From an optimization exercise on the open Yosys and OpenROAD flow, aimed at small area; shortcuts taken in it are not production practice.
Function was checked by simulation only, so behaviour that the tests miss may differ from the original.
Power is estimated from default activity; no workload was simulated.

north:
==> module cgra_pe_out_stream, before the edit <==
module cgra_pe_out_stream #(
    parameter int DATA_WIDTH   = 16,
    parameter int NUM_THREADS  = 8,
    parameter int THREAD_W     = 3,
    parameter int IGN_WIDTH    = 16,
    parameter int QTD_WIDTH    = 64,
    parameter int FIFO_AW      = 4,
    parameter int STALL_MARGIN = 4
) (
    input  logic                   i_clk,
    input  logic                   i_rst,
    input  logic                   i_en,
    input  logic                   i_in_valid,
    input  logic [THREAD_W-1:0]    i_in_thread,
    input  logic [DATA_WIDTH-1:0]  i_in_data,
    input  logic                   i_cfg_we,
    input  logic                   i_cfg_sel,
    input  logic [THREAD_W-1:0]    i_cfg_thread,
    input  logic [QTD_WIDTH-1:0]   i_cfg_data,
    output logic                   o_out_valid,
    input  logic                   i_out_ready,
    output logic [DATA_WIDTH-1:0]  o_out_data,
    output logic [THREAD_W-1:0]    o_out_thread,
    output logic                   o_out_last,
    output logic                   o_stall,
    output logic [NUM_THREADS-1:0] o_done,
    output logic                   o_all_done,
    output logic                   o_overflow
);
    localparam int DEPTH = 1 << FIFO_AW;
    localparam int EW    = THREAD_W + DATA_WIDTH + 1;
    logic [IGN_WIDTH-1:0]   r_ign_lim [NUM_THREADS];
    logic [IGN_WIDTH-1:0]   r_ign_rem [NUM_THREADS];
    logic [QTD_WIDTH-1:0]   r_qtd_rem [NUM_THREADS];
    logic [NUM_THREADS-1:0] r_armed;
    logic [NUM_THREADS-1:0] r_done;
    logic [NUM_THREADS-1:0] r_fresh;
    logic [EW-1:0]          r_mem [DEPTH];
    logic [FIFO_AW-1:0]     r_wr_ptr;
    logic [FIFO_AW-1:0]     r_rd_ptr;
    logic [FIFO_AW:0]       r_count;
    logic                   r_overflow;
    logic [NUM_THREADS-1:0] w_cfg_hit;
    logic [NUM_THREADS-1:0] w_in_hit;
    logic [IGN_WIDTH-1:0]   w_ign_sel;
    logic [QTD_WIDTH-1:0]   w_qtd_sel;
    logic                   w_cons;
    logic                   w_skip;
    logic                   w_acc;
    logic                   w_last;
    logic                   w_cfg_zero;
    logic                   w_full;
    logic                   w_pop;
    logic                   w_push;
    logic [EW-1:0]          w_head;
    always_comb begin
        for (int t = 0; t < NUM_THREADS; t++) begin
            w_cfg_hit[t] = i_cfg_we && (i_cfg_thread == THREAD_W'(t));
            w_in_hit[t]  = i_in_thread == THREAD_W'(t);
        end
    end
    always_comb begin
        w_ign_sel = '0;
        w_qtd_sel = '0;
        for (int t = 0; t < NUM_THREADS; t++) begin
            w_ign_sel = w_ign_sel | ({IGN_WIDTH{w_in_hit[t] &&  r_fresh[t]}} & r_ign_lim[t])
                                  | ({IGN_WIDTH{w_in_hit[t] && !r_fresh[t]}} & r_ign_rem[t]);
            w_qtd_sel = w_qtd_sel | ({QTD_WIDTH{w_in_hit[t]}} & r_qtd_rem[t]);
        end
    end
    assign w_cons     = i_en && i_in_valid && r_armed[i_in_thread] && !r_done[i_in_thread]
                        && !(i_cfg_we && (i_cfg_thread == i_in_thread));
    assign w_skip     = w_cons && (w_ign_sel != '0);
    assign w_acc      = w_cons && (w_ign_sel == '0);
    assign w_last     = w_qtd_sel == QTD_WIDTH'(1);
    assign w_cfg_zero = i_cfg_data == '0;
    assign w_full = r_count == (FIFO_AW+1)'(DEPTH);
    assign w_pop  = o_out_valid && i_out_ready;
    assign w_push = w_acc && (!w_full || w_pop);
    always_ff @(posedge i_clk) begin
        if (i_rst) begin
            r_armed <= '0;
            r_done  <= '0;
        end else begin
            for (int t = 0; t < NUM_THREADS; t++) begin
                if (w_cfg_hit[t]) begin
                    if (i_cfg_sel) begin
                        r_armed[t] <= 1'b1;
                        r_done[t]  <= w_cfg_zero;
                    end
                end else if (w_acc && w_in_hit[t]) begin
                    r_done[t] <= w_last;
                end
            end
        end
    end
    logic [QTD_WIDTH-1:0] w_qtd_dec;
    logic [NUM_THREADS-1:0] w_qld, w_qdc, w_qhd;
    assign w_qtd_dec = w_qtd_sel - QTD_WIDTH'(1);
    always_comb begin
        for (int t = 0; t < NUM_THREADS; t++) begin
            w_qld[t] = w_cfg_hit[t] && i_cfg_sel;
            w_qdc[t] = !w_cfg_hit[t] && w_acc && w_in_hit[t];
            w_qhd[t] = !w_qld[t] && !w_qdc[t];
        end
    end
    always_ff @(posedge i_clk) begin
        for (int t = 0; t < NUM_THREADS; t++) begin
            r_qtd_rem[t] <= ({QTD_WIDTH{w_qld[t]}} & i_cfg_data)
                          | ({QTD_WIDTH{w_qdc[t]}} & w_qtd_dec)
                          | ({QTD_WIDTH{w_qhd[t]}} & r_qtd_rem[t]);
            if (w_cfg_hit[t]) begin
                r_fresh[t] <= 1'b1;
            end else if (w_skip && w_in_hit[t]) begin
                r_fresh[t]   <= 1'b0;
                r_ign_rem[t] <= w_ign_sel - IGN_WIDTH'(1);
            end
        end
    end
    logic [IGN_WIDTH-1:0] w_lim_d;
    assign w_lim_d = i_rst ? '0 : i_cfg_data[IGN_WIDTH-1:0];
    always_ff @(posedge i_clk) begin
        for (int t = 0; t < NUM_THREADS; t++)
            if (i_rst || (w_cfg_hit[t] && !i_cfg_sel)) r_ign_lim[t] <= w_lim_d;
    end
    always_ff @(posedge i_clk) begin
        if (i_rst) begin
            r_wr_ptr   <= '0;
            r_rd_ptr   <= '0;
            r_count    <= '0;
            r_overflow <= 1'b0;
        end else begin
            if (w_push) r_wr_ptr <= r_wr_ptr + FIFO_AW'(1);
            if (w_pop)  r_rd_ptr <= r_rd_ptr + FIFO_AW'(1);
            case ({w_push, w_pop})
                2'b10:   r_count <= r_count + (FIFO_AW+1)'(1);
                2'b01:   r_count <= r_count - (FIFO_AW+1)'(1);
                default: r_count <= r_count;
            endcase
            if (w_acc && w_full && !w_pop) r_overflow <= 1'b1;
        end
    end
    always_ff @(posedge i_clk) begin
        if (w_push) r_mem[r_wr_ptr] <= {w_last, i_in_thread, i_in_data};
    end
    assign o_out_valid  = r_count != '0;
    always_comb begin
        w_head = '0;
        for (int k = 0; k < DEPTH; k++)
            w_head = w_head | ({EW{r_rd_ptr == FIFO_AW'(k)}} & r_mem[k]);
    end
    assign {o_out_last, o_out_thread, o_out_data} = w_head;
    assign o_stall      = r_count >= (FIFO_AW+1)'(DEPTH - STALL_MARGIN);
    assign o_done       = r_done;
    assign o_all_done   = (|r_armed) && !(|(r_armed & ~r_done)) && (r_count == '0);
    assign o_overflow   = r_overflow;
endmodule
clock: 6.0 ns
lec_check: 0
cap_margin: 20
core_margin: 2
core_utilization: 65
cts_buf_list: sky130_fd_sc_hd__clkbuf_4
cts_cluster_diameter: 80
cts_cluster_size: 8
slew_margin: 20
run.sh (not shown) runs the stock make flow with config.mk's settings and CLKGATE_MAP_FILE= SYNTH_SCRIPT=/design/flow/synth_recipe.tcl, a recipe that flattens the netlist after the stock synthesis.
Here is what was changed in the inputs of south compared with north.
--- a/flow/design.v
+++ b/flow/design.v
@@ -63,8 +63,8 @@
         w_ign_sel = '0;
         w_qtd_sel = '0;
         for (int t = 0; t < NUM_THREADS; t++) begin
-            w_ign_sel = w_ign_sel | ({IGN_WIDTH{w_in_hit[t] &&  r_fresh[t]}} & r_ign_lim[t])
-                                  | ({IGN_WIDTH{w_in_hit[t] && !r_fresh[t]}} & r_ign_rem[t]);
+            w_ign_sel = w_ign_sel | ({IGN_WIDTH{w_in_hit[t]}}
+                                     & (r_fresh[t] ? r_ign_lim[t] : r_ign_rem[t]));
             w_qtd_sel = w_qtd_sel | ({QTD_WIDTH{w_in_hit[t]}} & r_qtd_rem[t]);
         end
     end
[summary]
The run showing the greater final instance count without filler cells is north. Comparing south and north, the lower share of cell area taken by multi-input logic gates is on south. First-iteration DRC count, south vs north: down by more than 10%. Of south and north, it is south that has the lower met3 capacity usage during global routing. Mean number of vias per cell (south over north): decrease, 4.1%. | clock power | north vs south | ≈ equal |. ~same worst-case hold slack in south and north.

afterwards: timing with drivers on the ports:
In the flow no input, the clock included, has a driving cell. The finished layouts below were timed again as built, in two steps. Step 1 sets driving cells, clkbuf_16 on the clock port and buf_2 on the other inputs (assumed; they add their load-dependent delay and slew). Step 2, shift: input delay + t, output delay - t, t = (earliest + latest rising clock arrival at the registers) / 2. This alone moves slack from input paths to output paths. Slacks: ideal ports / drivers / drivers and shift; pairs: ideal ports / drivers.
run	shift t [ns]	slack for setup (ns)	hold WS [ns]	worst setup path at the end	cell pins on the clock port's net
north	1.109	0.956 / 0.885 / 0.139	0.444 / 0.444 / 0.444	input to register	1
south	1.111	0.702 / 0.702 / 0.155	0.445 / 0.445 / 0.445	input to register	1
After both steps every run listed still meets setup and hold. The setup slack of north, which loses most, moves by -0.071 ns with the drivers and by -0.817 ns with both steps.
